Source: an optimization exercise on an open RTL-to-GDS flow (aim: small area). Production flows keep margins and buffers that such runs may drop. The RTL was checked by simulation tests, not by an equivalence proof against the original design. Power and IR drop assume default switching activity.

`design/flow/config.mk`:
```
export PLATFORM = sky130hd
export DESIGN_NAME = csr_file_top
export DESIGN_NICKNAME = csr_file_top
export VERILOG_FILES = /design/flow/design.v
export SDC_FILE = /design/flow/constraint.sdc
export NUM_CORES = 4
export LEC_CHECK = 0
export CAP_MARGIN = 20
export CORE_MARGIN = 2
export CORE_UTILIZATION = 65
export CTS_BUF_LIST = sky130_fd_sc_hd__clkbuf_16
export CTS_CLUSTER_DIAMETER = 80
export CTS_CLUSTER_SIZE = 25
export SLEW_MARGIN = 20
export BUFFER_PORTS_ARGS = -buffer_cell sky130_fd_sc_hd__buf_1
```
`design/flow/constraint.sdc`:
```
create_clock -name core_clock -period 7.0 [get_ports {clk}]
set_input_delay 1.4000 -clock core_clock [delete_from_list [all_inputs] [get_ports {clk}]]
set_output_delay 1.4000 -clock core_clock [all_outputs]
set_load 0.01 [all_outputs]
```
`design/flow/design.v`:
```
package csr_pkg;
  localparam int xlen       = 32;
  localparam int csr_addr_w = 12;
  localparam int cause_w    = 4;
  localparam int cnt_w      = 64;   
  localparam int n_ext_irq  = 8;
  typedef logic [xlen-1:0] csr_data_t;
  typedef enum logic [csr_addr_w-1:0] {
    addr_mstatus   = 12'h300,
    addr_misa      = 12'h301,
    addr_mie       = 12'h304,
    addr_mtvec     = 12'h305,
    addr_mscratch  = 12'h340,
    addr_mepc      = 12'h341,
    addr_mcause    = 12'h342,
    addr_mtval     = 12'h343,
    addr_mip       = 12'h344,
    addr_mcycle    = 12'hB00,
    addr_minstret  = 12'hB02,
    addr_mcycleh   = 12'hB80,
    addr_minstreth = 12'hB82,
    addr_cycle     = 12'hC00,
    addr_instret   = 12'hC02,
    addr_cycleh    = 12'hC80,
    addr_instreth  = 12'hC82,
    addr_mvendorid = 12'hF11,
    addr_marchid   = 12'hF12,
    addr_mimpid    = 12'hF13,
    addr_mhartid   = 12'hF14
  } csr_addr_e;
  typedef enum logic [2:0] {
    cmd_idle  = 3'b000,
    cmd_read  = 3'b100,
    cmd_write = 3'b101,
    cmd_set   = 3'b110,
    cmd_clear = 3'b111
  } csr_cmd_e;
  typedef enum logic [1:0] {
    priv_user    = 2'b00,
    priv_machine = 2'b11
  } priv_e;
  typedef enum logic [cause_w:0] {
    cause_inst_misaligned  = 5'h00,
    cause_inst_fault       = 5'h01,
    cause_illegal_inst     = 5'h02,
    cause_breakpoint       = 5'h03,
    cause_load_misaligned  = 5'h04,
    cause_load_fault       = 5'h05,
    cause_store_misaligned = 5'h06,
    cause_store_fault      = 5'h07,
    irq_software           = 5'h13,
    irq_timer              = 5'h17,
    irq_external           = 5'h1B
  } mcause_e;
  typedef struct packed {
    csr_cmd_e              cmd;
    logic [csr_addr_w-1:0] addr;
    csr_data_t             wdata;
  } csr_req_t;
  typedef struct packed {
    logic               exception;
    logic               is_int;
    logic [cause_w-1:0] code;
    csr_data_t          pc;
    csr_data_t          mem_addr;
    csr_data_t          inst;
  } trap_req_t;
  typedef struct packed {
    logic                  wen;
    logic [csr_addr_w-1:0] addr;
    csr_data_t             data;
  } csr_wr_t;
  localparam int mstatus_mie  = 3;
  localparam int mstatus_mpie = 7;
  localparam int mstatus_mpp  = 11;
  localparam int mip_msip     = 3;
  localparam int mip_mtip     = 7;
  localparam int mip_meip     = 11;
  localparam csr_data_t mtvec_reset = 32'h8000_0000;
  localparam csr_data_t mepc_reset  = 32'h0000_0080;
  localparam csr_data_t vendor_id  = 32'd0;
  localparam csr_data_t arch_id    = 32'd31;
  localparam csr_data_t impl_id    = 32'd1;
  localparam csr_data_t hart_id    = 32'd0;
  localparam csr_data_t misa_value = 32'h4010_1100;   
endpackage
module csr_access_ctrl (
  input  csr_pkg::csr_req_t  csr_req,
  input  csr_pkg::priv_e     prv,
  input  csr_pkg::csr_data_t rdata,
  input  logic               defined,
  output logic               illegal_access,
  output csr_pkg::csr_wr_t   csr_wr
);
  logic               is_access;
  logic               is_write;
  logic               ro_region;
  logic               priv_low;
  csr_pkg::csr_data_t wr_data;
  assign is_access = (csr_req.cmd != csr_pkg::cmd_idle);
  assign is_write  = csr_req.cmd[2] && (csr_req.cmd[1:0] != 2'b00);
  assign ro_region = (csr_req.addr[11:10] == 2'b11);    
  assign priv_low  = (csr_req.addr[9:8] > prv);         
  assign illegal_access = is_access && (!defined || (is_write && ro_region) || priv_low);
  always_comb begin
    case (csr_req.cmd)
      csr_pkg::cmd_set:   wr_data = rdata | csr_req.wdata;
      csr_pkg::cmd_clear: wr_data = rdata & ~csr_req.wdata;
      default:            wr_data = csr_req.wdata;
    endcase
  end
  assign csr_wr.wen  = is_write && !illegal_access;
  assign csr_wr.addr = csr_req.addr;
  assign csr_wr.data = wr_data;
endmodule
module csr_trap_unit (
  input  logic               clk,
  input  logic               nreset,
  input  logic               live,
  input  csr_pkg::csr_wr_t   csr_wr,
  input  csr_pkg::trap_req_t trap,
  input  logic               mret,
  output csr_pkg::priv_e     prv,
  output csr_pkg::csr_data_t mstatus,
  output logic               mie_bit,
  output csr_pkg::csr_data_t mtvec,
  output csr_pkg::csr_data_t mscratch,
  output csr_pkg::csr_data_t mepc,
  output csr_pkg::csr_data_t mcause,
  output csr_pkg::csr_data_t mtval,
  output csr_pkg::csr_data_t handler_pc
);
  csr_pkg::priv_e     mpp;
  logic               mpie;
  logic               wr_mstatus;
  logic               wr_mtvec, wr_mscratch, wr_mepc, wr_mcause, wr_mtval;
  logic               tval_pc, tval_mem, tval_inst;
  logic [29:0]        mtvec_q;
  assign wr_mstatus  = csr_wr.wen && (csr_wr.addr == csr_pkg::addr_mstatus);
  assign wr_mtvec    = csr_wr.wen && (csr_wr.addr == csr_pkg::addr_mtvec);
  assign wr_mscratch = csr_wr.wen && (csr_wr.addr == csr_pkg::addr_mscratch);
  assign wr_mepc     = csr_wr.wen && (csr_wr.addr == csr_pkg::addr_mepc);
  assign wr_mcause   = csr_wr.wen && (csr_wr.addr == csr_pkg::addr_mcause);
  assign wr_mtval    = csr_wr.wen && (csr_wr.addr == csr_pkg::addr_mtval);
  assign tval_pc   = !trap.is_int && (trap.code[3:1] == 3'b000);
  assign tval_mem  = !trap.is_int && (trap.code[3:2] == 2'b01);
  assign tval_inst = !trap.is_int && (trap.code == 4'd2);
  assign mtvec      = {mtvec_q, 2'b00};
  assign handler_pc = mtvec;
  always_comb begin
    mstatus                                 = '0;
    mstatus[csr_pkg::mstatus_mpp +: 2]      = mpp;
    mstatus[csr_pkg::mstatus_mpie]          = mpie;
    mstatus[csr_pkg::mstatus_mie]           = mie_bit;
  end
  always_ff @(posedge clk or negedge nreset) begin
    if (!nreset) begin
      prv     <= csr_pkg::priv_machine;
      mpp     <= csr_pkg::priv_user;
      mpie    <= 1'b0;
      mie_bit <= 1'b0;
    end else if (wr_mstatus) begin
      if (csr_wr.data[csr_pkg::mstatus_mpp +: 2] != 2'b10) begin   
        mpp <= csr_pkg::priv_e'(csr_wr.data[csr_pkg::mstatus_mpp +: 2]);
      end
      mpie    <= csr_wr.data[csr_pkg::mstatus_mpie];
      mie_bit <= csr_wr.data[csr_pkg::mstatus_mie];
    end else if (trap.exception) begin
      prv     <= csr_pkg::priv_machine;
      mpp     <= prv;
      mpie    <= mie_bit;
      mie_bit <= 1'b0;
    end else if (mret) begin
      prv     <= mpp;
      mpp     <= csr_pkg::priv_user;
      mie_bit <= mpie;
      mpie    <= 1'b1;
    end
  end
  logic [29:0]        mtvec_n;
  csr_pkg::csr_data_t mepc_n;
  logic [29:0]        mtvec_nxt;
  csr_pkg::csr_data_t mepc_nxt;
  assign mtvec_q = live ? ~mtvec_n : csr_pkg::mtvec_reset[csr_pkg::xlen-1:2];
  assign mepc    = live ? ~mepc_n  : csr_pkg::mepc_reset;
  logic keep_mtvec, keep_mepc, trap_mepc;
  assign keep_mtvec = !wr_mtvec;
  assign keep_mepc  = !wr_mepc && !trap.exception;
  assign trap_mepc  = !wr_mepc && trap.exception;
  assign mtvec_nxt = ({30{wr_mtvec}}   & csr_wr.data[csr_pkg::xlen-1:2]) |
                     ({30{keep_mtvec}} & mtvec_q);
  assign mepc_nxt  = ({csr_pkg::xlen{wr_mepc}}   & csr_wr.data)                          |
                     ({csr_pkg::xlen{trap_mepc}} & {trap.pc[csr_pkg::xlen-1:1], 1'b0}) |
                     ({csr_pkg::xlen{keep_mepc}} & mepc);
  always_ff @(posedge clk) begin
    mtvec_n <= ~mtvec_nxt;
    mepc_n  <= ~mepc_nxt;
  end
  logic hold_mscratch, hold_mcause, hold_mtval;
  logic set_mcause, set_pc, set_mem, set_inst;
  assign hold_mscratch = live && !wr_mscratch;
  assign hold_mcause   = live && !wr_mcause && !trap.exception;
  assign set_mcause    = !wr_mcause && trap.exception;
  assign hold_mtval    = live && !wr_mtval && !(trap.exception && (tval_pc || tval_mem || tval_inst));
  assign set_pc        = !wr_mtval && trap.exception && tval_pc;
  assign set_mem       = !wr_mtval && trap.exception && tval_mem;
  assign set_inst      = !wr_mtval && trap.exception && tval_inst;
  always_ff @(posedge clk) begin
    mscratch <= ({csr_pkg::xlen{wr_mscratch}}   & csr_wr.data) |
                ({csr_pkg::xlen{hold_mscratch}} & mscratch);
    mcause   <= ({csr_pkg::xlen{wr_mcause}}     & csr_wr.data) |
                ({csr_pkg::xlen{hold_mcause}}   & mcause)      |
                ({csr_pkg::xlen{set_mcause}}    & {trap.is_int,
                                                   {(csr_pkg::xlen-csr_pkg::cause_w-1){1'b0}},
                                                   trap.code});
    mtval    <= ({csr_pkg::xlen{wr_mtval}}      & csr_wr.data)   |
                ({csr_pkg::xlen{hold_mtval}}    & mtval)         |
                ({csr_pkg::xlen{set_pc}}        & trap.pc)       |
                ({csr_pkg::xlen{set_mem}}       & trap.mem_addr) |
                ({csr_pkg::xlen{set_inst}}      & trap.inst);
  end
endmodule
module csr_counters (
  input  logic                      clk,
  input  logic                      live,
  input  csr_pkg::csr_wr_t          csr_wr,
  input  logic                      retire,
  output logic [csr_pkg::cnt_w-1:0] cycle,
  output logic [csr_pkg::cnt_w-1:0] instret
);
  localparam int lo = csr_pkg::xlen;
  logic [csr_pkg::cnt_w-1:0] count [2];   
  logic [1:0]                step;
  assign step    = {retire, 1'b1};        
  assign cycle   = count[0];
  assign instret = count[1];
  for (genvar i = 0; i < 2; i++) begin : g_count
    localparam csr_pkg::csr_addr_e lo_addr =
      (i == 0) ? csr_pkg::addr_mcycle : csr_pkg::addr_minstret;
    localparam csr_pkg::csr_addr_e hi_addr =
      (i == 0) ? csr_pkg::addr_mcycleh : csr_pkg::addr_minstreth;
    logic                      wr_lo;
    logic                      wr_hi;
    logic [csr_pkg::cnt_w-1:0] inc;
    logic [csr_pkg::cnt_w-1:0] carry;
    logic [csr_pkg::cnt_w-1:0] wr_mask;
    logic [csr_pkg::cnt_w-1:0] inc_mask;
    assign wr_lo = csr_wr.wen && (csr_wr.addr == lo_addr);
    assign wr_hi = csr_wr.wen && (csr_wr.addr == hi_addr);
    localparam int blk  = 8;
    localparam int nblk = csr_pkg::cnt_w / blk;
    logic           cin;
    logic [nblk-1:0] ones;       
    logic [nblk:0]   ones_pre;   
    assign cin         = step[i] && !wr_lo && !wr_hi;
    assign ones_pre[0] = 1'b1;
    for (genvar k = 0; k < nblk; k++) begin : g_blk
      assign ones[k]       = &count[i][k*blk +: blk];
      assign ones_pre[k+1] = ones_pre[k] & ones[k];
      assign carry[k*blk]  = cin & ones_pre[k];
      for (genvar j = 0; j < blk; j++) begin : g_bit
        localparam int b = k*blk + j;
        if (b == 0) begin : g_b0
          assign inc[b] = (live & count[i][b]) ^ carry[b];
        end else begin : g_bn
          assign inc[b] = count[i][b] ^ carry[b];
        end
        if (j < blk-1) begin : g_c
          assign carry[b+1] = carry[b] & count[i][b];
        end
      end
    end
    assign wr_mask  = {{lo{wr_hi}}, {lo{wr_lo}}};
    assign inc_mask = {{lo{live && !wr_hi}}, {(lo-1){live && !wr_lo}}, !wr_lo};
    always_ff @(posedge clk) begin
      count[i] <= (wr_mask & {2{csr_wr.data}}) | (inc_mask & inc);
    end
  end
endmodule
module csr_irq_ctrl (
  input  logic                          clk,
  input  logic                          nreset,
  input  csr_pkg::csr_wr_t              csr_wr,
  input  logic                          timer_tick,
  input  logic [csr_pkg::n_ext_irq-1:0] ext_irq,
  input  csr_pkg::priv_e                prv,
  input  logic                          mie_bit,
  output csr_pkg::csr_data_t            mip,
  output logic                          interrupt_pending,
  output logic                          interrupt_taken,
  output csr_pkg::mcause_e              interrupt_code
);
  logic msip;    
  logic mtip;
  logic meip;
  always_ff @(posedge clk or negedge nreset) begin
    if (!nreset) begin
      msip <= 1'b0;
      mtip <= 1'b0;
      meip <= 1'b0;
    end else if (csr_wr.wen && (csr_wr.addr == csr_pkg::addr_mip)) begin
      msip <= csr_wr.data[csr_pkg::mip_msip];   
    end else begin
      mtip <= timer_tick;
      meip <= |ext_irq;
    end
  end
  always_comb begin
    mip                    = '0;
    mip[csr_pkg::mip_msip] = msip;
    mip[csr_pkg::mip_mtip] = mtip;
    mip[csr_pkg::mip_meip] = meip;
  end
  assign interrupt_pending = |mip;
  always_comb begin
    case (prv)
      csr_pkg::priv_user:    interrupt_taken = interrupt_pending;
      csr_pkg::priv_machine: interrupt_taken = interrupt_pending && mie_bit;
      default:               interrupt_taken = 1'b0;
    endcase
  end
  assign interrupt_code = mtip ? csr_pkg::irq_timer    :
                          meip ? csr_pkg::irq_external : csr_pkg::irq_software;
endmodule
module csr_read_mux (
  input  logic [csr_pkg::csr_addr_w-1:0] addr,
  input  logic                           live,
  input  csr_pkg::csr_data_t             mstatus,
  input  csr_pkg::csr_data_t             mtvec,
  input  csr_pkg::csr_data_t             mscratch,
  input  csr_pkg::csr_data_t             mepc,
  input  csr_pkg::csr_data_t             mcause,
  input  csr_pkg::csr_data_t             mtval,
  input  csr_pkg::csr_data_t             mip,
  input  logic [csr_pkg::cnt_w-1:0]      cycle,
  input  logic [csr_pkg::cnt_w-1:0]      instret,
  output csr_pkg::csr_data_t             rdata,
  output logic                           defined
);
  localparam int lo = csr_pkg::xlen;   
  logic s_mstatus, s_misa, s_mie, s_mtvec, s_mscratch, s_mepc, s_mcause, s_mtval, s_mip;
  logic s_cyc_lo, s_cyc_hi, s_ins_lo, s_ins_hi;
  logic s_vendor, s_arch, s_impl, s_hart;
  logic cnt_page;
  assign s_mstatus  = (addr == csr_pkg::addr_mstatus);
  assign s_misa     = (addr == csr_pkg::addr_misa);
  assign s_mie      = (addr == csr_pkg::addr_mie);
  assign s_mtvec    = (addr == csr_pkg::addr_mtvec);
  assign s_mscratch = (addr == csr_pkg::addr_mscratch);
  assign s_mepc     = (addr == csr_pkg::addr_mepc);
  assign s_mcause   = (addr == csr_pkg::addr_mcause);
  assign s_mtval    = (addr == csr_pkg::addr_mtval);
  assign s_mip      = (addr == csr_pkg::addr_mip);
  assign cnt_page = (addr[11:8] == 4'hB) || (addr[11:8] == 4'hC);
  assign s_cyc_lo = cnt_page && (addr[7:0] == 8'h00);
  assign s_cyc_hi = cnt_page && (addr[7:0] == 8'h80);
  assign s_ins_lo = cnt_page && (addr[7:0] == 8'h02);
  assign s_ins_hi = cnt_page && (addr[7:0] == 8'h82);
  assign s_vendor = (addr == csr_pkg::addr_mvendorid);
  assign s_arch   = (addr == csr_pkg::addr_marchid);
  assign s_impl   = (addr == csr_pkg::addr_mimpid);
  assign s_hart   = (addr == csr_pkg::addr_mhartid);
  assign defined = s_mstatus | s_misa | s_mie | s_mtvec | s_mscratch | s_mepc | s_mcause |
                   s_mtval | s_mip | s_cyc_lo | s_cyc_hi | s_ins_lo | s_ins_hi |
                   s_vendor | s_arch | s_impl | s_hart;
  always_comb begin
    rdata = ({32{s_mstatus}}           & mstatus)                     |
            ({32{s_misa}}              & csr_pkg::misa_value)         |
            ({32{s_mtvec}}             & mtvec)                       |
            ({32{s_mscratch && live}}  & mscratch)                    |
            ({32{s_mepc}}              & mepc)                        |
            ({32{s_mcause && live}}    & mcause)                      |
            ({32{s_mtval && live}}     & mtval)                       |
            ({32{s_mip}}               & mip)                         |
            ({32{s_cyc_lo && live}}    & cycle[lo-1:0])               |
            ({32{s_cyc_hi && live}}    & cycle[csr_pkg::cnt_w-1:lo])  |
            ({32{s_ins_lo && live}}    & instret[lo-1:0])             |
            ({32{s_ins_hi && live}}    & instret[csr_pkg::cnt_w-1:lo])|
            ({32{s_vendor}}            & csr_pkg::vendor_id)          |
            ({32{s_arch}}              & csr_pkg::arch_id)            |
            ({32{s_impl}}              & csr_pkg::impl_id)            |
            ({32{s_hart}}              & csr_pkg::hart_id);
  end
endmodule
module csr_file_top (
  input  logic                            clk,
  input  logic                            nreset,
  input  logic [2:0]                      csr_cmd,
  input  logic [csr_pkg::csr_addr_w-1:0]  csr_addr,
  input  logic [csr_pkg::xlen-1:0]        csr_wdata,
  input  logic                            trap_exception,
  input  logic                            trap_is_int,
  input  logic [csr_pkg::cause_w-1:0]     trap_code,
  input  logic [csr_pkg::xlen-1:0]        trap_pc,
  input  logic [csr_pkg::xlen-1:0]        trap_mem_addr,
  input  logic [csr_pkg::xlen-1:0]        trap_inst,
  input  logic                            mret,
  input  logic                            retire,
  input  logic                            timer_tick,
  input  logic [csr_pkg::n_ext_irq-1:0]   ext_irq,
  output logic [csr_pkg::xlen-1:0]        rdata,
  output logic                            illegal_access,
  output logic [1:0]                      prv,
  output logic [csr_pkg::xlen-1:0]        handler_pc,
  output logic [csr_pkg::xlen-1:0]        mepc,
  output logic                            interrupt_pending,
  output logic                            interrupt_taken,
  output logic [csr_pkg::cause_w:0]       interrupt_code
);
  csr_pkg::csr_req_t         csr_req;
  csr_pkg::trap_req_t        trap;
  csr_pkg::priv_e            prv_e;
  csr_pkg::mcause_e          interrupt_code_e;
  assign csr_req.cmd   = csr_pkg::csr_cmd_e'(csr_cmd);
  assign csr_req.addr  = csr_addr;
  assign csr_req.wdata = csr_wdata;
  assign trap.exception = trap_exception;
  assign trap.is_int    = trap_is_int;
  assign trap.code      = trap_code;
  assign trap.pc        = trap_pc;
  assign trap.mem_addr  = trap_mem_addr;
  assign trap.inst      = trap_inst;
  assign prv            = prv_e;
  assign interrupt_code = interrupt_code_e;
  logic                      defined;
  csr_pkg::csr_wr_t          csr_wr;       
  csr_pkg::csr_data_t        mstatus;
  logic                      mie_bit;
  csr_pkg::csr_data_t        mtvec;
  csr_pkg::csr_data_t        mscratch;
  csr_pkg::csr_data_t        mcause;
  csr_pkg::csr_data_t        mtval;
  csr_pkg::csr_data_t        mip;
  logic [csr_pkg::cnt_w-1:0] cycle;
  logic [csr_pkg::cnt_w-1:0] instret;
  logic                      live;         
  always_ff @(posedge clk or negedge nreset) begin
    if (!nreset) live <= 1'b0;
    else         live <= 1'b1;
  end
  csr_access_ctrl csr_access_ctrl_i (
    .csr_req        (csr_req),
    .prv            (prv_e),
    .rdata          (rdata),
    .defined        (defined),
    .illegal_access (illegal_access),
    .csr_wr         (csr_wr)
  );
  csr_trap_unit csr_trap_unit_i (
    .clk        (clk),
    .nreset     (nreset),
    .live       (live),
    .csr_wr     (csr_wr),
    .trap       (trap),
    .mret       (mret),
    .prv        (prv_e),
    .mstatus    (mstatus),
    .mie_bit    (mie_bit),
    .mtvec      (mtvec),
    .mscratch   (mscratch),
    .mepc       (mepc),
    .mcause     (mcause),
    .mtval      (mtval),
    .handler_pc (handler_pc)
  );
  csr_counters csr_counters_i (
    .clk     (clk),
    .live    (live),
    .csr_wr  (csr_wr),
    .retire  (retire),
    .cycle   (cycle),
    .instret (instret)
  );
  csr_irq_ctrl csr_irq_ctrl_i (
    .clk               (clk),
    .nreset            (nreset),
    .csr_wr            (csr_wr),
    .timer_tick        (timer_tick),
    .ext_irq           (ext_irq),
    .prv               (prv_e),
    .mie_bit           (mie_bit),
    .mip               (mip),
    .interrupt_pending (interrupt_pending),
    .interrupt_taken   (interrupt_taken),
    .interrupt_code    (interrupt_code_e)
  );
  csr_read_mux csr_read_mux_i (
    .addr     (csr_req.addr),
    .live     (live),
    .mstatus  (mstatus),
    .mtvec    (mtvec),
    .mscratch (mscratch),
    .mepc     (mepc),
    .mcause   (mcause),
    .mtval    (mtval),
    .mip      (mip),
    .cycle    (cycle),
    .instret  (instret),
    .rdata    (rdata),
    .defined  (defined)
  );
endmodule
```
`design/flow/flow/run.sh`:
```
#!/bin/bash
# The standard layout (standard.sh) with two changes:
#  - synthesis maps the logic with an area-oriented ABC script (flow/synth_area.tcl);
#    the flip-flops and their names are the standard synthesis's;
#  - the port buffers that global placement adds to every input and output are the
#    smallest buffer cell instead of the clkdlybuf4s50_1 that buffer_ports picks.
# Each tool's full output is in orfs/logs/; make's own output is in flow_make.log.
set -euo pipefail
here=$(pwd)
echo 'export BUFFER_PORTS_ARGS = -buffer_cell sky130_fd_sc_hd__buf_1' >> config.mk
sed "s#SYNTH_SCRIPT=[^ ]*#SYNTH_SCRIPT=$here/flow/synth_area.tcl#" standard.sh > area_standard.sh
grep -q "SYNTH_SCRIPT=$here/flow/synth_area.tcl" area_standard.sh
bash area_standard.sh > flow_make.log 2>&1
```
`design/flow/flow/abc_area.script`:
```
&get -n
&st
&dch
&nf -R 1000 -E 100
&put
```
`design/flow/flow/synth_area.tcl`:
```
# The standard synthesis script (synth_recipe.tcl), with one change: ABC maps the
# logic with flow/abc_area.script, an area-oriented mapping, instead of ORFS's speed
# script. Everything else, flip-flop mapping included, is the standard synthesis.
set area_script [file join [file dirname [file normalize [info script]]] abc_area.script]
proc synth {args} { yosys synth -nofsm -noshare {*}$args }
proc abc {args} {
  set i [lsearch -exact $args -script]
  if {$i >= 0} {
    set args [lreplace $args [expr {$i+1}] [expr {$i+1}] $::area_script]
  }
  yosys abc {*}$args
}
source $::env(SCRIPTS_DIR)/synth.tcl
# left out here: clear keep_hierarchy, flatten, clean up, hide names made inside functions, write 1_2_yosys.v
```
`design/flow/standard.sh`:
```
#!/bin/bash
# synth_recipe.tcl (not shown) runs the flow's synth.tcl, then flattens the netlist and writes it again
# the make line also repeats each setting of config.mk as NAME=value (left out here)
make -C /OpenROAD-flow-scripts/flow DESIGN_CONFIG=/design/flow/config.mk WORK_HOME=/design/flow/orfs CLKGATE_MAP_FILE= SYNTH_SCRIPT=/design/flow/synth_recipe.tcl "${@:-finish}"
```
==> impl_results.md, run 1 <==
- DIE WIDTH: 149.6 µm
- Total setup buffers inserted after CTS: 0
- Hold Path Class: reg -> reg
- Ys async rst share: 0.03378
- Vias in the first global route: 14,180
- Ant diodes: 0
- Syn-to-layout area delta: 16.29%
- Status: complete, no violations
- Core ar.: 20,890 µm²
- Synth area leader: dfxtp_1
- Top-count cell post-synth: nand2_1
- Initial antenna violation count: 1
- Min Tclk post-route: 6.569 ns
- Switching Share: 0.2563
- Worst path slowest cell: or4_1
- TritonCTS Buffers: 16
- Final hold violations: 0
- Share of cells above drive strength 1: 0.04603
- Crit share post-route: 0.9384
- Vias: 14,770
- Critical Path Max Stage Delay: 0.59 ns
- Worst EP arrival: 6.94 ns
- GRT met3 Usage: 0.1125
- Netlist Area Pre-Place: 13,790 µm²
- Root buffer cell: clkbuf_16
- Worst IR Drop VDD: 206.2 µV
- Detailed placement HPWL: 34,160 µm
- I/O Pins: 268
- PwrDens: 188.6 nW/µm²
- Post-synth EDFFs: 0
- Synth Area per Inst: 8.693 µm²
- Clock sinks: 296
- Fin nets: 2,185
- Final hold slack: 0.4628 ns
- Met2 usage: 0.7039
- Clock skew: 0.01847 ns
- Worst-Margin Slew: 1.150 ns
- Fill cells: 1,651
- Post-synth top area share: 0.4153
- Syn Inst Count: 1,586
- Post-cts resize count: 0
- Design area: 16,030 µm²
- DIE HEIGHT: 149.6 µm
- Most used DFF post-synth: dfxtp_1
- Synth Warn #: 7
- # hold bufs at CTS: 0
- Seq pwr share: 0.578
- Routability cong.: 0.9369
- DRT Pass-1 Iters: 8
- Largest cells by area after synthesis: dfxtp_1 (42%), ha_1 (10%), nand2_1 (7.9%)
- Leakage power: 6.235 nW
- Clk slew on worst S/H paths: 0.10 ns
- Critical setup path kind: in -> reg
- IO Port Bufs: 262
- Remaining antenna violation count: 0
- Gr ovfl total: 0
- Final WL: 51,140 µm
- Total GRT Usage: 0.4497
- Die area: 22,390 µm²
- Crit path launch type: input pin
- Worst-Skew Late Latency: 0.51 ns
- Core Util, Final: 0.7675
- Comb pwr share: 0.085
- Tot Pwr: 3.024 mW
- Max-Slew Margin vs Limit: 0.2317
- Sequential share of the synthesized area: 0.4336
- Starting Density: 0.6600
- DRC: 0
- FP Rows: 53
- Synthesized flop and latch total: 296
- Max_cap viols: 0
- Most instantiated cells after synthesis: nand2_1 (290), dfxtp_1 (286), o21ai_0 (207)
- Pins Over Slew Limit: 0
- Final count of negative-setup-slack endpoints: 0
- TNS Setup: 0 ns
- Post-DP Area: 15,530 µm²
- CP required: 7.37 ns
- Via-to-Cell Ratio: 6.753
- CTS tree: yes
- H-tree levels: 1
- Crit path max fanout: 8
- RSZ-0062 raised after global routing: false
- Fmax: 152.2 MHz
- Largest net degree at the start of global routing: 47
- First-pass GRT wire length: 77,880 µm
- Met1 usage: 0.5595
- Most used cell, CP: ha_1
- GRT Max-Usage Layer: met2
- P_sw: 0.7749 mW
- DRT iter0 DRCs: 1,705
- Clk network pwr share: 0.337
- Int Power: 2.249 mW
- Distinct cells, synth: 49
- Crit end category: flop
- Routed len/inst: 23.38 µm
- Max clock buf depth: 3
through the flow:
stage,std cells,worst slack (ns)
final,2187,0.4313
after detailed placement,2165,0.02779
after floorplan,1590,0.3404
after global routing,2187,0.01405
after CTS,2186,0.5231
after global placement,2165,0.2077
cells by family (layout without fill, tap and decap cells):
group                      count (synthesis)  after routing  synth area share
other                                      2              6         0.0005447
AOI/OAI and AO/OA                        517            517            0.2514
xor gates and xnor gates                  18             18           0.01143
muxes                                      2              2          0.001633
and+or+nand+nor                          596            596            0.1851
adders and majority gates                114            114            0.1035
buffers and inverters                     41            363           0.01280
DFF                                      296            296            0.4336
critical path: cells and delay by family:
kind / cells / cell delay (ns)
buffers and inverters: 2 / 0.21
AOI/OAI and AO/OA: 5 / 0.58
adders and majority gates: 7 / 1.11
and+or+nand+nor: 16 / 3.63
final timing paths:
path | slack, ns | startpoint | end | depth (start not counted)
worst max-delay path | 0.43 | csr_addr[9] | csr_counters_i.count[0][62] | 30
worst min-delay path | 0.46 | csr_trap_unit_i.mscratch[21] | csr_trap_unit_i.mscratch[21] | 2
worst max register to register | 1.87 | csr_trap_unit_i.prv[1] | csr_counters_i.count[0][62] | 23
worst min register to register | 0.46 | csr_trap_unit_i.mscratch[21] | csr_trap_unit_i.mscratch[21] | 2
max in group asynchronous | 5.74 | nreset | csr_irq_ctrl_i.mtip | 1
min in group asynchronous | 0.86 | nreset | live | 1
sequential cells by signal, summed over array words and instances (netlist names):
name                      flops
csr_counters_i.count        128
csr_trap_unit_i.mcause       32
csr_trap_unit_i.mepc_n       32
csr_trap_unit_i.mscratch     32
csr_trap_unit_i.mtval        32
csr_trap_unit_i.mtvec_n      30
csr_trap_unit_i.mpp           2
csr_trap_unit_i.prv           2
csr_irq_ctrl_i.meip           1
csr_irq_ctrl_i.msip           1
csr_irq_ctrl_i.mtip           1
csr_trap_unit_i.mie_bit       1
csr_trap_unit_i.mpie          1
live                          1
final cells by class:
class                           instances  area [µm²]  share of cell area
Inverter                               35       131.4            0.008194
Tap cell                              275       344.1             0.02146
Sequential cell                       296        5978              0.3729
Multi-Input combinational cell       1253        7760              0.4840
Timing Repair Buffer                  307        1354             0.08444
Clock inverter                          4       40.04            0.002497
Clock buffer                           17       425.4             0.02653
cells in the final DEF (no fill, tap or decap), types with 35 or more instances in the layout:
cell type and n:
a21oi_1 63, a221oi_1 46, a222oi_1 52, a22oi_1 43, buf_1 262, buf_4 43
clkinv_1 35, dfxtp_1 286, ha_1 114, nand2_1 289, nand4_1 44, nor2_1 151
o21ai_0 207
per-layer routing:
layer  routed length, µm  up-vias
li1                    -     6660
met4                3109        2
met2               23020     1085
met1               18130     6806
met3                6859      215
met5                  13        -
power groups by stage:
stage          Clock, mW  Sequential [mW]  Combinational (mW)
3_5_place_dp           0             1.78               0.246
2_1_floorplan          0             1.77               0.124
3_3_place_gp           0             1.78               0.240
6_report            1.02             1.75               0.258
5_1_grt             1.08             1.75               0.278
4_1_cts             1.02             1.74               0.247
==> run 2, diff against run 1 <==
==> design/flow/flow/abc_area.script (replaced) <==
&get -n
&st
&dc2
&st
&dch
&nf -R 1000 -E 100 -C 32 -F 8
&put
--- a/design/flow/flow/synth_area.tcl
+++ b/design/flow/flow/synth_area.tcl
@@ -2,3 +2,5 @@
 # logic with flow/abc_area.script, an area-oriented mapping, instead of ORFS's speed
-# script. Everything else, flip-flop mapping included, is the standard synthesis.
+# script, and the adders are left to ABC rather than mapped to half/full adder cells
+# first (ADDER_MAP_FILE unset). Everything else, flip-flop mapping included, is the
+# standard synthesis.
 set area_script [file join [file dirname [file normalize [info script]]] abc_area.script]
@@ -12,2 +14,3 @@
 }
+if {[info exists ::env(ADDER_MAP_FILE)]} { unset ::env(ADDER_MAP_FILE) }
 source $::env(SCRIPTS_DIR)/synth.tcl
==> run 2 against run 1 <==
Effect of this change: worst hold slack gained 0.0051 ns; first-iteration DRC count rose by 37%; core utilization increased by 0.97 points; largest power group unchanged; final cell count down 2.8%; final area shrank 2.2%; critical path depth grew 2; clock skew rose by 0.0069 ns.
==> impl_results.md, run 2 <==
- Post-synth top area share: 0.4290 (was 0.4153)
- Initial antenna violation count: 0 (was 1)
- Largest cells by area after synthesis: dfxtp_1 (43%), a222oi_1 (6.6%), o21ai_0 (5.8%) (was dfxtp_1 (42%), ha_1 (10%), nand2_1 (7.9%))
- Total setup buffers inserted after CTS: 0 (unchanged)
- Gr ovfl total: 0 (unchanged)
- Top reg by flops: csr_counters_i.count (unchanged)
- Core ar.: 20,170 µm² (was 20,890 µm²)
- Clock sinks: 296 (unchanged)
- Starting Density: 0.6617 (was 0.6600)
- Via-to-Cell Ratio: 7.288 (was 6.753)
- Worst IR Drop VDD: 232.1 µV (was 206.2 µV)
- Synth Area in XOR/XNOR: 0.003281 (was 0.01143)
- Fin nets: 2,015 (was 2,185)
- Crit share post-route: 0.9471 (was 0.9384)
- Met3 WL: 7405 µm (was 6859 µm)
- Multi-input gate area: 7254 µm² (was 7760 µm²)
- RSZ-0062 raised after global routing: false (unchanged)
- Leakage power: 5.353 nW (was 6.235 nW)
- Post-DP Area: 15,210 µm² (was 15,530 µm²)
- FP Rows: 52 (was 53)
- Min Tclk post-route: 6.630 ns (was 6.569 ns)
- Wire length on met2: 22,840 µm (was 23,020 µm)
- Finished Layout Cells: 2,126 (was 2,187)
- Final WL: 51,130 µm (was 51,140 µm)
- Post-synthesis compound-gate area fraction: 0.3282 (was 0.2514)
- Clk slew on worst S/H paths: 0.10 ns (about the same)
- CP required: 7.38 ns (was 7.37 ns)
- Clock skew: 0.02534 ns (was 0.01847 ns)
- Top-count cell post-synth: dfxtp_1 (was nand2_1)
- Vias in the first global route: 14,210 (was 14,180)
- DRT iter0 DRCs: 2,339 (was 1,705)
- Post-cts resize count: 0 (unchanged)
- Comb pwr share: 0.087 (was 0.085)
- Highest metal used: met4 (was met5)
- Placed cell count: 2,105 (was 2,165)
- Routed len/inst: 24.05 µm (was 23.38 µm)
- I/O Pins: 268 (unchanged)
- Ys async rst share: 0.03378 (unchanged)
- Vias: 15,500 (was 14,770)
- Crit path launch type: input pin (unchanged)
- DIE HEIGHT: 147.3 µm (was 149.6 µm)
- Share of cells above drive strength 1: 0.05657 (was 0.04603)
- Clk network pwr share: 0.339 (was 0.337)
- Most common cell after layout, fill and taps aside: dfxtp_1 (was nand2_1)
- Mux cell area share after synthesis: 0.002531 (was 0.001634)
- DRC: 0 (unchanged)
- Post-synth EDFFs: 0 (unchanged)
- H-tree levels: 1 (unchanged)
- Routability cong.: 0.9746 (was 0.9369)
- Switching Share: 0.2569 (was 0.2563)
- Distinct cells, synth: 45 (was 49)
- Netlist Area Pre-Place: 13,350 µm² (was 13,790 µm²)
- DIE WIDTH: 147.3 µm (was 149.6 µm)
- Final hold violations: 0 (unchanged)
- Critical Path Max Stage Delay: 0.39 ns (was 0.59 ns)
- Worst path slowest cell: nor3_1 (was or4_1)
- First-pass GRT wire length: 77,180 µm (was 77,880 µm)
- Status: complete, no violations (unchanged)
- Final count of negative-setup-slack endpoints: 0 (unchanged)
- CTS tree: yes (unchanged)
- Crit path max fanout: 5 (was 8)
- Syn Inst Count: 1,513 (was 1,586)
- Pins Over Slew Limit: 0 (unchanged)
- # hold bufs at CTS: 0 (unchanged)
- Fill cells: 1,504 (was 1,651)
- M1 WL: 18,030 µm (was 18,130 µm)
- Detailed placement HPWL: 34,460 µm (was 34,160 µm)
- Most frequent cells in the layout: dfxtp_1 (286), buf_1 (262), o21ai_0 (154) (was nand2_1 (289), dfxtp_1 (286), buf_1 (262))
- Synth Area per Inst: 8.821 µm² (was 8.693 µm²)
- P_sw: 0.7816 mW (was 0.7749 mW)
- Die area: 21,700 µm² (was 22,390 µm²)
- Crit end category: flop (unchanged)
- Ant diodes: 0 (unchanged)
- Max-Slew Margin vs Limit: 0.2368 (was 0.2317)
- Most used DFF post-synth: dfxtp_1 (unchanged)
- Largest net degree at the start of global routing: 42 (was 47)
- Post-synthesis adder-cell area fraction: 0 (was 0.1035)
- Root buffer cell: clkbuf_16 (unchanged)
- TritonCTS Buffers: 16 (unchanged)
- Synth Area in Simple Gates: 0.1998 (was 0.1851)
- Reg area: 5979 µm² (was 5978 µm²)
- Worst-Margin Slew: 1.145 ns (was 1.150 ns)
- Synth area leader: dfxtp_1 (unchanged)
- DRT Pass-1 Iters: 9 (was 8)
- Int Power: 2.261 mW (was 2.249 mW)
- Remaining antenna violation count: 0 (unchanged)
- Most instantiated cells after synthesis: dfxtp_1 (286), o21ai_0 (154), nor2_1 (141) (was nand2_1 (290), dfxtp_1 (286), o21ai_0 (207))
- Synthesized flop and latch total: 296 (unchanged)
- Hold Path Class: reg -> reg (unchanged)
- Fmax: 150.8 MHz (was 152.2 MHz)
- Syn-to-layout area delta: 17.46% (was 16.29%)
- Worst-Skew Late Latency: 0.52 ns (was 0.51 ns)
- Synth Warn #: 7 (unchanged)
- Number of flip-flops in the largest register: 128 (unchanged)
- Critical setup path kind: in -> reg (unchanged)
- Seq pwr share: 0.574 (was 0.578)
- Max clock buf depth: 3 (unchanged)
- Design area: 15,680 µm² (was 16,030 µm²)
- PwrDens: 194.1 nW/µm² (was 188.6 nW/µm²)
- Sequential share of the synthesized area: 0.4479 (was 0.4336)
- Worst EP arrival: 7.01 ns (was 6.94 ns)
- Total GRT Usage: 0.4474 (was 0.4497)
- IO Port Bufs: 262 (unchanged)
- Max_cap viols: 0 (unchanged)
- Largest family of logic cells by synthesized area: compound AO/OA/AOI/OAI gates (unchanged)
run 2: power groups by stage:
stage	clock (mW)	combinational (mW)	sequential, mW
finish	1.03	0.266	1.75
detailed placement	0	0.255	1.78
CTS	1.01	0.256	1.74
floorplan	0	0.138	1.78
global placement	0	0.249	1.78
global route	1.07	0.281	1.75
run 2: logic make-up after synthesis:
kind of cell              after synthesis
muxes                                   3
buffers and inverters                  57
DFF                                   296
and+or+nand+nor                       538
AOI/OAI and AO/OA                     612
xor gates and xnor gates                5
other                                   2
run 2: cell type report:
type	instances	area share
clock inverters	4	0.002474
clock buffers	17	0.02714
well taps	270	0.02155
multi-input cells	1164	0.4628
repair buffers	324	0.09243
flip-flops and latches	296	0.3814
inverters	51	0.01221
run 2: final timing paths:
kind,cells past startpoint,start,slack [ns],endpoint
max,32,csr_addr[8],0.37,csr_counters_i.count[0][63]
min,2,csr_trap_unit_i.mcause[25],0.47,csr_trap_unit_i.mcause[25]
max reg2reg,28,csr_trap_unit_i.prv[1],1.80,csr_counters_i.count[0][63]
min reg2reg,2,csr_trap_unit_i.mcause[25],0.47,csr_trap_unit_i.mcause[25]
max in group asynchronous,1,nreset,5.73,live
min in group asynchronous,1,nreset,0.85,csr_irq_ctrl_i.mtip
run 2: per-layer routing:
layer / track usage / vias to the layer above
li1: - / 6760
met2: 0.7138 / 1321
met3: 0.1146 / 255
met4: 0.2264 / 0
met5: 0 / -
met1: 0.5641 / 7159
run 2: critical path: cells and delay by family:
family / cells / cell delay [ns]
compound gates: 5 / 0.80
buf+inv: 5 / 0.63
simple gates: 22 / 4.19
run 2: per-stage QoR:
stage | setup WS (ns) | TNS (ns) | utilization | total power [mW] | hold slack (ns)
global placement | 0.1191 | 0 | 0.7538 | 2.031 | 0.4327
global route | 0.03993 | 0 | 0.7772 | 3.105 | 0.4858
floorplan | -0.1228 | -0.1274 | - | 1.914 | 0.4240
CTS | 0.4411 | 0 | 0.7769 | 3.012 | 0.4656
detailed placement | -0.02025 | -0.02025 | 0.7539 | 2.038 | 0.4431
finish | 0.3700 | 0 | 0.7772 | 3.043 | 0.4678
==> run 3, diff against run 2 <==
--- a/design/flow/design.v
+++ b/design/flow/design.v
@@ -249,3 +249,3 @@
     assign wr_hi = csr_wr.wen && (csr_wr.addr == hi_addr);
-    localparam int blk  = 8;
+    localparam int blk  = 4;
     localparam int nblk = csr_pkg::cnt_w / blk;
==> run 3 against run 2 <==
Effect of this change: worst hold slack got worse by 0.0019 ns; final cell count fell by 0.42%; final area fell by 1.7%; die area fell by 2.1%; synthesized cell count fell by 0.46%; synthesized area fell by 2.2%; sequential share of layout area rose by 0.67 points; clock power fell by 9%; maximum frequency rose by 2.3%; via count rose by 2.0%; global-route usage rose by 1.7 points; register-to-register slack improved by 0.23 ns; critical path type unchanged; highest routed layer unchanged.
==> impl_results.md, run 3 <==
- Routed len/inst: 24.69 µm (was 24.05 µm)
- Synth Area in Simple Gates: 0.1991 (was 0.1998)
- TNS Setup: 0 ns (unchanged)
- Synth Area per Inst: 8.671 µm² (was 8.821 µm²)
- Crit path max fanout: 7 (was 5)
- Hold Path Class: reg -> reg (unchanged)
- First-pass GRT wire length: 79,360 µm (was 77,180 µm)
- DIE WIDTH: 145.7 µm (was 147.3 µm)
- Most used DFF post-synth: dfxtp_1 (unchanged)
- Fin nets: 2,012 (was 2,015)
- Fmax: 154.2 MHz (was 150.8 MHz)
- Largest cells by area after synthesis: dfxtp_1 (44%), o21ai_0 (7.2%), a222oi_1 (6.4%) (was dfxtp_1 (43%), a222oi_1 (6.6%), o21ai_0 (5.8%))
- Sequential share of the synthesized area: 0.4578 (was 0.4479)
- Synth Warn #: 7 (unchanged)
- Syn Inst Count: 1,506 (was 1,513)
- Total setup buffers inserted after CTS: 0 (unchanged)
- PwrDens: 190.4 nW/µm² (was 194.1 nW/µm²)
- Synth Area in XOR/XNOR: 0.001341 (was 0.003281)
- Share of cells above drive strength 1: 0.06159 (was 0.05657)
- Vias in the first global route: 14,890 (was 14,210)
- Most instantiated cells after synthesis: dfxtp_1 (286), o21ai_0 (188), nor2_1 (186) (was dfxtp_1 (286), o21ai_0 (154), nor2_1 (141))
- Gr ovfl total: 0 (unchanged)
- Core Util, Final: 0.7863 (was 0.7772)
- Distinct cells, synth: 48 (was 45)
- Post-cts resize count: 0 (unchanged)
- Number of flip-flops in the largest register: 128 (unchanged)
- Max clock buf depth: 3 (unchanged)
- GRT Max-Usage Layer: met2 (unchanged)
- Critical path buffer and inverter count: 2 (was 5)
- Routability cong.: 0.9692 (was 0.9746)
- Fin worst setup slack: 0.5163 ns (was 0.3700 ns)
- DRC: 0 (unchanged)
- Top-count cell post-synth: dfxtp_1 (unchanged)
- Min Tclk post-route: 6.484 ns (was 6.630 ns)
- Ys async rst share: 0.03378 (unchanged)
- Mux cell area share after synthesis: 0.001629 (was 0.002531)
- Most used cell, CP: and3_1
- Worst-Skew Late Latency: 0.51 ns (was 0.52 ns)
- Kind of cell adding the most delay to the critical path: simple AND/OR/NAND/NOR gates (unchanged)
- Remaining antenna violation count: 0 (unchanged)
- Netlist Area Pre-Place: 13,060 µm² (was 13,350 µm²)
- P_sw: 0.7411 mW (was 0.7816 mW)
- Crit path launch type: input pin (unchanged)
- Detailed placement HPWL: 34,710 µm (was 34,460 µm)
- Core ar.: 19,590 µm² (was 20,170 µm²)
- Initial antenna violation count: 0 (unchanged)
- Root buffer cell: clkbuf_16 (unchanged)
- Worst reg2reg path depth: 24 (was 28)
- Hold Path Depth: 2 (unchanged)
- Clock skew: 0.01835 ns (was 0.02534 ns)
- CP required: 7.37 ns (was 7.38 ns)
- Largest family of logic cells by synthesized area: compound AO/OA/AOI/OAI gates (unchanged)
- GRT met3 Usage: 0.1047 (was 0.1146)
- Most common cell after layout, fill and taps aside: dfxtp_1 (unchanged)
- Int Power: 2.192 mW (was 2.261 mW)
- Critical setup path kind: in -> reg (unchanged)
- Max-Slew Margin vs Limit: 0.2559 (was 0.2368)
- Stages on worst setup path: 29 (was 32)
- Post-synth top area share: 0.4384 (was 0.4290)
- Final hold violations: 0 (unchanged)
- Via-to-Cell Ratio: 7.466 (was 7.288)
- Most frequent cells in the layout: dfxtp_1 (286), buf_1 (262), o21ai_0 (188) (was dfxtp_1 (286), buf_1 (262), o21ai_0 (154))
- Clock sinks: 296 (unchanged)
- Post-synth EDFFs: 0 (unchanged)
- Comb pwr share: 0.087 (about the same)
- Switching Share: 0.2526 (was 0.2569)
- IO Port Bufs: 262 (unchanged)
- Max_cap viols: 0 (unchanged)
- FP Rows: 51 (was 52)
- Post-synthesis compound-gate area fraction: 0.3301 (was 0.3282)
- Status: complete, no violations (unchanged)
- RSZ-0062 raised after global routing: false (unchanged)
- Seq pwr share: 0.594 (was 0.574)
- Worst-Margin Slew: 1.116 ns (was 1.145 ns)
- Worst IR Drop VDD: 215.9 µV (was 232.1 µV)
- Critical Path Max Stage Delay: 0.34 ns (was 0.39 ns)
- Post-synthesis adder-cell area fraction: 0 (unchanged)
- Largest net degree at the start of global routing: 61 (was 42)
- DIE HEIGHT: 145.7 µm (was 147.3 µm)
- Crit share post-route: 0.9262 (was 0.9471)
- CTS tree: yes (unchanged)
- I/O Pins: 268 (unchanged)
- Final count of negative-setup-slack endpoints: 0 (unchanged)
- Syn-to-layout area delta: 17.96% (was 17.46%)
- Met1 usage: 0.5819 (was 0.5641)
- Clk network pwr share: 0.318 (was 0.339)
- Crit end category: flop (unchanged)
- Synth area leader: dfxtp_1 (unchanged)
- # hold bufs at CTS: 0 (unchanged)
- Fill cells: 1,458 (was 1,504)
- Final WL: 52,270 µm (was 51,130 µm)
- Total GRT Usage: 0.4642 (was 0.4474)
- DRT Pass-1 Iters: 10 (was 9)
- Pins Over Slew Limit: 0 (unchanged)
- Vias: 15,810 (was 15,500)
- DRT iter0 DRCs: 2,570 (was 2,339)
- Die area: 21,240 µm² (was 21,700 µm²)
- Pre-CTS WS: 0.09138 ns (was -0.02025 ns)
- Synthesized flop and latch total: 296 (unchanged)
- Worst path slowest cell: nor4_4 (was nor3_1)
- Starting Density: 0.6666 (was 0.6617)
- Top reg by flops: csr_counters_i.count (unchanged)
- TritonCTS Buffers: 15 (was 16)
- H-tree levels: 1 (unchanged)
- Clk slew on worst S/H paths: 0.10 ns (about the same)
- Met2 usage: 0.7387 (was 0.7138)
- Leakage power: 5.348 nW (was 5.353 nW)
- Worst EP arrival: 6.86 ns (was 7.01 ns)
==> run 3: cell count changes after synthesis, sizes merged, moves of 20 or more <==
| cell | before | now |
|---|---|---|
| a21oi | 127 | 86 |
| a221o | 55 | 11 |
| a221oi | 14 | 40 |
| clkinv | 51 | 21 |
| nand2 | 137 | 178 |
| nand4 | 53 | 33 |
| nor2 | 141 | 186 |
| nor2b | 64 | 3 |
| o21ai | 154 | 188 |
==> run 3: worst min-delay path, cell delays in order (launching register included) <==
cell	delay, ns
dfxtp_1	0.34
nand2_1	0.04
o21ai_0	0.05
==> run 3: final timing paths <==
check                                               to                   startpoint  slack, ns
setup / recovery           csr_counters_i.count[1][63]                  csr_addr[9]       0.52
hold / removal             csr_trap_unit_i.mscratch[8]  csr_trap_unit_i.mscratch[8]       0.47
setup reg to reg           csr_counters_i.count[1][63]       csr_trap_unit_i.prv[1]       2.03
hold reg to reg            csr_trap_unit_i.mscratch[8]  csr_trap_unit_i.mscratch[8]       0.47
max in group asynchronous       csr_trap_unit_i.prv[1]                       nreset       5.77
min in group asynchronous          csr_irq_ctrl_i.msip                       nreset       0.86
==> run 3: power by group through the flow <==
| stage | Combinational, mW | Clock (mW) | Sequential [mW] |
|---|---|---|---|
| floorplan | 0.127 | 0 | 1.77 |
| global placement | 0.239 | 0 | 1.78 |
| detailed placement | 0.245 | 0 | 1.78 |
| CTS | 0.246 | 0.915 | 1.74 |
| global route | 0.272 | 0.973 | 1.75 |
| finish | 0.256 | 0.934 | 1.74 |
==> run 3: cell type report <==
cell class,count,area [µm²],area share
Antenna cell,1,2.502,0.0001625
Inverter,21,78.83,0.005117
Sequential cell,296,5978,0.3881
Clock inverter,3,16.27,0.001056
Multi-Input combinational cell,1187,7134,0.4632
Tap cell,265,331.6,0.02153
Timing Repair Buffer,329,1486,0.09650
Clock buffer,15,375.4,0.02437
==> run 3: per-stage QoR <==
step           hold slack (ns)  instance area [µm²]  power, mW  cells
4_1_cts                 0.4652                15390      2.903   2116
5_1_grt                 0.4891                15400      2.991   2116
2_1_floorplan           0.4240                13160      1.901   1510
3_5_place_dp            0.4428                14990      2.025   2098
3_3_place_gp            0.4322                14990      2.018   2098
6_report                0.4659                15400      2.934   2117
==> run 3: routing by layer <==
layer,up-vias,share of wire,wire [µm]
li1,6725,-,-
met2,1472,0.44,23170
met1,7248,0.34,17850
met3,360,0.15,7674
met5,-,0,0
met4,0,0.068,3574
==> run 3: logic make-up after synthesis <==
kind of cell,after synthesis
AOI/OAI and AO/OA,612
xor gates and xnor gates,2
buffers and inverters,27
DFF,296
muxes,2
other,2
and+or+nand+nor,565
==> run 4, diff against run 3 <==
==> design/flow/flow/abc_area.script (replaced) <==
&get -n
&st
&dc2
&st
&dch
&nf -E 100 -C 32 -F 8
&put
==> run 4 against run 3 <==
Effect of this change: sequential share of layout area down 0.10 points; final area up 0.27%; flip-flop and latch count unchanged; final cell count up 0.24%; clock power up 8%; critical path depth down 13; maximum frequency up 5.0%; first-iteration DRC count down 0.43%; highest routed layer unchanged; clock-buffer cell count up 1; via count down 0.29%; core utilization down 1.8 points; register-to-register slack better by 0.27 ns.
==> impl_results.md, run 4 <==
- Worst-Skew Late Latency: 0.53 ns (was 0.51 ns)
- Core ar.: 20,100 µm² (was 19,590 µm²)
- Vias in the first global route: 14,780 (was 14,890)
- Clock skew: 0.03496 ns (was 0.01835 ns)
- Total setup buffers inserted after CTS: 0 (unchanged)
- DRC: 0 (unchanged)
- Max clock buf depth: 3 (unchanged)
- Synth area leader: dfxtp_1 (unchanged)
- Synth Area per Inst: 8.705 µm² (was 8.671 µm²)
- TritonCTS Buffers: 16 (was 15)
- I/O Pins: 268 (unchanged)
- Worst-Margin Slew: 1.129 ns (was 1.116 ns)
- Starting Density: 0.6586 (was 0.6666)
- Sequential share of the synthesized area: 0.4515 (was 0.4578)
- Worst EP arrival: 6.63 ns (was 6.86 ns)
- Top reg by flops: csr_counters_i.count (unchanged)
- Crit end category: flop (unchanged)
- Post-synth top area share: 0.4324 (was 0.4384)
- Final count of negative-setup-slack endpoints: 0 (unchanged)
- Clock sinks: 296 (unchanged)
- Most frequent cells in the layout: dfxtp_1 (286), buf_1 (262), o21ai_0 (187) (was dfxtp_1 (286), buf_1 (262), o21ai_0 (188))
- Final hold violations: 0 (unchanged)
- Post-cts resize count: 0 (unchanged)
- FP Rows: 52 (was 51)
- Crit path max fanout: 9 (was 7)
- DRT Pass-1 Iters: 7 (was 10)
- Largest cells by area after synthesis: dfxtp_1 (43%), o21ai_0 (7.1%), a222oi_1 (6.3%) (was dfxtp_1 (44%), o21ai_0 (7.2%), a222oi_1 (6.4%))
- Detailed placement HPWL: 35,010 µm (was 34,710 µm)
- Synthesized flop and latch total: 296 (unchanged)
- Gr ovfl total: 0 (unchanged)
- Remaining antenna violation count: 0 (unchanged)
- Routed len/inst: 24.93 µm (was 24.69 µm)
- Max_cap viols: 0 (unchanged)
- Number of flip-flops in the largest register: 128 (unchanged)
- Hold Path Class: reg -> reg (unchanged)
- DRT iter0 DRCs: 2,559 (was 2,570)
- Critical Path Max Stage Delay: 0.84 ns (was 0.34 ns)
- Ant diodes: 0 (was 1)
- Most used DFF post-synth: dfxtp_1 (unchanged)
- TNS Setup: 0 ns (unchanged)
- Vias: 15,760 (was 15,810)
- Total GRT Usage: 0.4722 (was 0.4642)
- Critical setup path kind: in -> reg (unchanged)
- # hold bufs at CTS: 0 (unchanged)
- Min Tclk post-route: 6.176 ns (was 6.484 ns)
- DIE WIDTH: 146.7 µm (was 145.7 µm)
- Largest net degree at the start of global routing: 61 (unchanged)
- Ys async rst share: 0.03378 (unchanged)
- Share of cells above drive strength 1: 0.04914 (was 0.06159)
- Fmax: 161.9 MHz (was 154.2 MHz)
- Most instantiated cells after synthesis: dfxtp_1 (286), o21ai_0 (187), nor2_1 (184) (was dfxtp_1 (286), o21ai_0 (188), nor2_1 (186))
- Worst IR Drop VDD: 182.4 µV (was 215.9 µV)
- Most common cell after layout, fill and taps aside: dfxtp_1 (unchanged)
- Status: complete, no violations (unchanged)
- Syn-to-layout area delta: 16.65% (was 17.96%)
- Initial antenna violation count: 0 (unchanged)
- Top-count cell post-synth: dfxtp_1 (unchanged)
- Crit share post-route: 0.8822 (was 0.9262)
- Pins Over Slew Limit: 0 (unchanged)
- RSZ-0062 raised after global routing: false (unchanged)
- Synth Warn #: 7 (unchanged)
- Final hold slack: 0.4637 ns (was 0.4659 ns)
- Worst path slowest cell: nor4_1 (was nor4_4)
- Via-to-Cell Ratio: 7.426 (was 7.466)
- DIE HEIGHT: 146.7 µm (was 145.7 µm)
- Most used cell, CP: nand4_1 (was and3_1)
- PwrDens: 195.6 nW/µm² (was 190.4 nW/µm²)
- Max-Slew Margin vs Limit: 0.2456 (was 0.2559)
- Final WL: 52,890 µm (was 52,270 µm)
- Fin nets: 2,009 (was 2,012)
- Syn Inst Count: 1,521 (was 1,506)
- Die area: 21,530 µm² (was 21,240 µm²)
- H-tree levels: 1 (unchanged)
- Netlist Area Pre-Place: 13,240 µm² (was 13,060 µm²)
- Root buffer cell: clkbuf_16 (unchanged)
- CP required: 7.46 ns (was 7.37 ns)
- IO Port Bufs: 262 (unchanged)
- Post-synth EDFFs: 0 (unchanged)
- Leakage power: 5.168 nW (was 5.348 nW)
- CTS tree: yes (unchanged)
- Distinct cells, synth: 49 (was 48)
- CP Cell Sequence: buf_1 -> and4b_1 -> o211ai_1 -> o2111ai_1 -> o311a_1 -> a31oi_1 -> nand4_1 -> nor4_1 -> and4_1 -> buf_4 -> and4_1 -> nand4_1 -> nor4_1 -> nand4_1 -> a21o_1 -> o22ai_1
- Crit path launch type: input pin (unchanged)
- Clk slew on worst S/H paths: 0.09 ns (was 0.10 ns)
- Routability cong.: 0.9803 (was 0.9692)
- First-pass GRT wire length: 80,660 µm (was 79,360 µm)
[run 4: logic make-up after synthesis]
kind of cell,share of synthesized area
multiplexers,0.0008504
flip-flops,0.4515
AO/OA/AOI/OAI,0.3285
adder cells (fa/ha/maj),0.0007560
XOR/XNOR,0.001323
AND/OR/NAND/NOR,0.2057
buffers and inverters,0.01077
other,0.0005672
[run 4: metal layers]
layer  routed length (µm)  share of wire  global-route usage
met1                18450           0.35              0.5928
met2                22530           0.43              0.7331
met3                 8100           0.15              0.1267
met4                 3814          0.072              0.2811
met5                    0              0                   0
[run 4: power by group]
| part | leakage (nW) | switching, mW | internal (mW) |
|---|---|---|---|
| sequential | 2.44 | 0.0215 | 1.72 |
| clock | 0.230 | 0.585 | 0.430 |
| combinational | 2.50 | 0.183 | 0.0827 |
[run 4: metrics by stage]
| step | std cells | total power [mW] | utilization | setup slack [ns] | cell area [µm²] |
|---|---|---|---|---|---|
| after global routing | 2122 | 3.078 | 0.7682 | 0.5259 | 15440 |
| after CTS | 2122 | 2.999 | 0.7673 | 1.017 | 15430 |
| after global placement | 2099 | 2.025 | 0.7444 | 0.7645 | 14970 |
| final | 2122 | 3.022 | 0.7682 | 0.8245 | 15440 |
| after detailed placement | 2099 | 2.032 | 0.7444 | 0.4937 | 14970 |
| after floorplan | 1525 | 1.904 | - | 0.2862 | 13260 |
[run 4: path summary, 6_finish.rpt]
path,start,end,slack [ns],cells after the start
worst max register to register,csr_trap_unit_i.prv[0],csr_counters_i.count[0][63],2.30,15
min in group asynchronous,nreset,live,0.86,1
worst max-delay path,csr_addr[9],csr_counters_i.count[0][63],0.82,16
worst min-delay path,csr_trap_unit_i.mscratch[30],csr_trap_unit_i.mscratch[30],0.46,2
max in group asynchronous,nreset,csr_trap_unit_i.mpp[1],5.71,1
worst min register to register,csr_trap_unit_i.mscratch[30],csr_trap_unit_i.mscratch[30],0.46,2
[run 4: cell type report]
cell class	instances	area [µm²]
well taps	270	337.8
flip-flops and latches	296	5978
fillers	1514	4659
clock buffers	16	400.4
inverters	26	97.59
repair buffers	310	1344
clock inverters	7	60.06
multi-input cells	1197	7227
[run 4: critical path, delay by kind of cell]
| family | cells | cell delay [ns] |
|---|---|---|
| simple gates | 8 | 3.17 |
| compound gates | 6 | 1.76 |
| buf+inv | 2 | 0.29 |
==> run 5, diff against run 4 <==
==> design/flow/flow/abc_area.script (replaced) <==
&get -n
&st
&dc2
&st
&dch
&nf -R 1000 -E 100 -C 32 -F 8
&put
--- a/design/flow/config.mk
+++ b/design/flow/config.mk
@@ -9,5 +9,5 @@
 export CORE_MARGIN = 2
-export CORE_UTILIZATION = 65
+export CORE_UTILIZATION = 75
 export CTS_BUF_LIST = sky130_fd_sc_hd__clkbuf_16
-export CTS_CLUSTER_DIAMETER = 80
+export CTS_CLUSTER_DIAMETER = 100
 export CTS_CLUSTER_SIZE = 25
==> run 5 against run 4 <==
Effect of this change: core utilization rose by 12 points; worst setup slack worse by 0.54 ns; flip-flop and latch count stayed put; sequential power is essentially flat; total power decreased by 2.1%; critical endpoint unchanged; maximum frequency is 8.0% lower; global-route usage rose by 8.1 points; largest power group unchanged; register-to-register slack worse by 0.56 ns; critical path depth up 14; sequential share of layout area grew 0.36 points; highest routed layer unchanged; non-clock buffer count rose by 8.
==> impl_results.md, run 5 <==
- Syn-to-layout area delta: 17.18% (was 16.65%)
- Design area: 15,300 µm² (was 15,440 µm²)
- Highest metal used: met4 (unchanged)
- FP Rows: 48 (was 52)
- DRC: 0 (unchanged)
- DIE HEIGHT: 136.0 µm (was 146.7 µm)
- Largest family of logic cells by synthesized area: compound AO/OA/AOI/OAI gates (unchanged)
- Fin nets: 2,001 (was 2,009)
- Share of cells above drive strength 1: 0.05764 (was 0.04914)
- Leakage power: 5.293 nW (was 5.168 nW)
- Ys async rst share: 0.03378 (unchanged)
- Most used cell, CP: and3_1 (was nand4_1)
- Worst IR Drop VDD: 226.9 µV (was 182.4 µV)
- Synthesized flop and latch total: 296 (unchanged)
- Critical Path Max Stage Delay: 0.45 ns (was 0.84 ns)
- Reg area: 5978 µm² (unchanged)
- DRT iter0 DRCs: 3,547 (was 2,559)
- Synth area leader: dfxtp_1 (unchanged)
- Final hold slack: 0.4636 ns (was 0.4637 ns)
- Total GRT Usage: 0.5536 (was 0.4722)
- Synth Area in XOR/XNOR: 0.001341 (was 0.001323)
- RSZ-0062 raised after global routing: false (unchanged)
- Most frequent cells in the layout: dfxtp_1 (286), buf_1 (261), o21ai_0 (188) (was dfxtp_1 (286), buf_1 (262), o21ai_0 (187))
- Critical setup path kind: in -> reg (unchanged)
- Wire length on met2: 22,470 µm (was 22,530 µm)
- Max_cap viols: 0 (unchanged)
- Min Tclk post-route: 6.713 ns (was 6.176 ns)
- Met3 WL: 9673 µm (was 8100 µm)
- Status: complete, no violations (unchanged)
- Ant diodes: 0 (unchanged)
- Top-count cell post-synth: dfxtp_1 (unchanged)
- Via-to-Cell Ratio: 7.946 (was 7.426)
- I/O Pins: 268 (unchanged)
- Synth Area in Simple Gates: 0.1991 (was 0.2057)
- Most instantiated cells after synthesis: dfxtp_1 (286), o21ai_0 (188), nor2_1 (186) (was dfxtp_1 (286), o21ai_0 (187), nor2_1 (184))
- Core ar.: 17,180 µm² (was 20,100 µm²)
- Synth Area per Inst: 8.671 µm² (was 8.705 µm²)
- Final WL: 53,530 µm (was 52,890 µm)
- Routed len/inst: 25.94 µm (was 24.93 µm)
- Multi-input gate area: 7147 µm² (was 7227 µm²)
- Initial antenna violation count: 1 (was 0)
- Crit share post-route: 0.9590 (was 0.8822)
- Post-synth EDFFs: 0 (unchanged)
- Largest net degree at the start of global routing: 61 (unchanged)
- Mux cell area share after synthesis: 0.001629 (was 0.0008505)
- Vias in the first global route: 15,520 (was 14,780)
- DRT Pass-1 Iters: 11 (was 7)
- PwrDens: 193.4 nW/µm² (was 195.6 nW/µm²)
- # hold bufs at CTS: 0 (unchanged)
- Vias: 16,400 (was 15,760)
- Post-synth top area share: 0.4384 (was 0.4324)
- Final count of negative-setup-slack endpoints: 0 (unchanged)
- Syn Inst Count: 1,506 (was 1,521)
- H-tree levels: 1 (unchanged)
- Hold Path Class: reg -> reg (unchanged)
- Post-synthesis adder-cell area fraction: 0 (was 0.0007560)
- Distinct cells, synth: 48 (was 49)
- Worst path slowest cell: nor3_4 (was nor4_1)
- Crit path launch type: input pin (unchanged)
- Gr ovfl total: 0 (unchanged)
- Max-Slew Margin vs Limit: 0.1640 (was 0.2456)
- IO Port Bufs: 262 (unchanged)
- CP required: 7.42 ns (was 7.46 ns)
- Starting Density: 0.7603 (was 0.6586)
- Worst-Margin Slew: 1.251 ns (was 1.129 ns)
- Synth Warn #: 7 (unchanged)
- Detailed placement HPWL: 33,010 µm (was 35,010 µm)
- Top reg by flops: csr_counters_i.count (unchanged)
- Most used DFF post-synth: dfxtp_1 (unchanged)
- Worst EP arrival: 7.14 ns (was 6.63 ns)
- Crit end category: flop (unchanged)
- Largest cells by area after synthesis: dfxtp_1 (44%), o21ai_0 (7.2%), a222oi_1 (6.4%) (was dfxtp_1 (43%), o21ai_0 (7.1%), a222oi_1 (6.3%))
- TritonCTS Buffers: 15 (was 16)
- Routability cong.: 1.121 (was 0.9803)
- First-pass GRT wire length: 79,850 µm (was 80,660 µm)
- Number of flip-flops in the largest register: 128 (unchanged)
- Root buffer cell: clkbuf_16 (unchanged)
- Post-DP Area: 14,840 µm² (was 14,970 µm²)
- Pins Over Slew Limit: 0 (unchanged)
- Netlist Area Pre-Place: 13,060 µm² (was 13,240 µm²)
- Sequential share of the synthesized area: 0.4578 (was 0.4515)
- Clock skew: 0.01152 ns (was 0.03496 ns)
- Clk slew on worst S/H paths: 0.10 ns (was 0.09 ns)
- Crit path max fanout: 6 (was 9)
- DIE WIDTH: 136.0 µm (was 146.7 µm)
- Die area: 18,480 µm² (was 21,530 µm²)
- Final hold violations: 0 (unchanged)
- Fill cells: 906 (was 1,514)
- Fmax: 149.0 MHz (was 161.9 MHz)
- M1 WL: 16,340 µm (was 18,450 µm)
- Remaining antenna violation count: 0 (unchanged)
- Max clock buf depth: 3 (unchanged)
- CTS tree: yes (unchanged)
- Clock sinks: 296 (unchanged)
- Most common cell after layout, fill and taps aside: dfxtp_1 (unchanged)
- Worst-Skew Late Latency: 0.50 ns (was 0.53 ns)
- Post-synthesis compound-gate area fraction: 0.3301 (was 0.3285)
## run 5: per-stage QoR
stage / worst slack [ns] / power (mW) / TNS, ns / std cells / util
after floorplan: 0.01539 / 1.901 / 0 / 1510 / -
after global placement: 0.09824 / 2.011 / 0 / 2046 / 0.8642
after detailed placement: -0.1765 / 2.022 / -0.2639 / 2046 / 0.8642
after CTS: 0.2277 / 2.914 / 0 / 2063 / 0.8877
after global routing: 0.05810 / 3.011 / 0 / 2064 / 0.8909
final: 0.2871 / 2.959 / 0 / 2064 / 0.8909
## run 5: cell families (layout without fill, tap and decap cells)
family	after synthesis	count (layout)
xor gates and xnor gates	2	2
AOI/OAI and AO/OA	612	612
and+or+nand+nor	565	565
muxes	2	2
other	2	6
DFF	296	296
buffers and inverters	27	356
## run 5: path summary, 6_finish.rpt
check                           cells past startpoint                          end                 startpoint  slack [ns]
worst max-delay path                               30  csr_counters_i.count[0][63]                csr_addr[3]        0.29
worst min-delay path                                2    csr_trap_unit_i.mcause[8]  csr_trap_unit_i.mcause[8]        0.46
worst max register to register                     24  csr_counters_i.count[0][63]     csr_trap_unit_i.prv[1]        1.74
worst min register to register                      2    csr_trap_unit_i.mcause[8]  csr_trap_unit_i.mcause[8]        0.46
max in group asynchronous                           1       csr_trap_unit_i.prv[1]                     nreset        5.81
min in group asynchronous                           1          csr_irq_ctrl_i.meip                     nreset        0.83
## run 5: final cells by class
cell class	count	share of cell area
Clock buffer	16	0.02617
Multi-Input combinational cell	1187	0.4670
Sequential cell	296	0.3907
Timing Repair Buffer	318	0.09231
Clock inverter	1	0.0002453
Inverter	21	0.005151
Tap cell	225	0.01840
## run 5: power breakdown
group / switching, mW / internal (mW) / leakage [nW] / total [mW]
clock network: 0.542 / 0.412 / 0.202 / 0.954
logic: 0.184 / 0.0788 / 2.65 / 0.263
registers: 0.0224 / 1.72 / 2.44 / 1.74
total: 0.748 / 2.21 / 5.29 / 2.96
## run 5: repair_timing
item                       4_1_cts  5_1_grt
gates resized for setup          0        6
hold endpoints to repair         0        0
buffers inserted                 0        0
setup endpoints to repair        0        4
## run 5: worst max-delay path: cells and delay by family
family | cells | cell delay (ns)
AOI/OAI and AO/OA | 4 | 0.61
and+or+nand+nor | 25 | 5.02
buffers and inverters | 1 | 0.11
## run 5: layer usage
layer  vias to the layer above  track usage
met3                       571       0.2040
met4                         0       0.4010
met2                      1829       0.8415
li1                       6699            -
met1                      7301       0.6429
met5                         -            0

afterwards: timing with drivers on the ports:
The results above use ideal ports. As a check the final layouts listed here were re-extracted and re-timed, cells and wires unchanged.
Step 1 (the two cells are an assumption about what drives the block):
set clk [get_ports {clk}]
set_driving_cell -lib_cell sky130_fd_sc_hd__clkbuf_16 $clk
set_driving_cell -lib_cell sky130_fd_sc_hd__buf_2 [delete_from_list [all_inputs] $clk]
Step 2 moves the port delays by t, midway between the first and last clock arrival at a register: inputs arrive t later, outputs are due t later. That takes back most of the time a late clock gives input paths.
Slacks: ideal ports / drivers / drivers and shift; pairs: ideal ports / drivers.
| run | shift t [ns] | setup slack, ns | worst setup path at the end | latest minus earliest clock arrival (ns) | pins driven straight from the clock port |
|---|---|---|---|---|---|
| run 1 | 0.554 | 0.431 / 0.462 / -0.092 | input to register | 0.022 / 0.022 | 1 |
| run 2 | 0.555 | 0.370 / 0.399 / -0.156 | input to register | 0.026 / 0.026 | 1 |
| run 3 | 0.551 | 0.516 / 0.540 / -0.011 | input to register | 0.018 / 0.018 | 1 |
| run 4 | 0.565 | 0.824 / 0.838 / 0.274 | input to register | 0.035 / 0.035 | 1 |
| run 5 | 0.543 | 0.287 / 0.314 / -0.229 | input to register | 0.012 / 0.012 | 1 |
With both steps, setup timing fails in run 1, run 2, run 3 and run 5, where it was met with ideal ports. For run 4, which loses most, drivers alone change the setup slack by +0.014 ns; drivers and shift together by -0.550 ns.
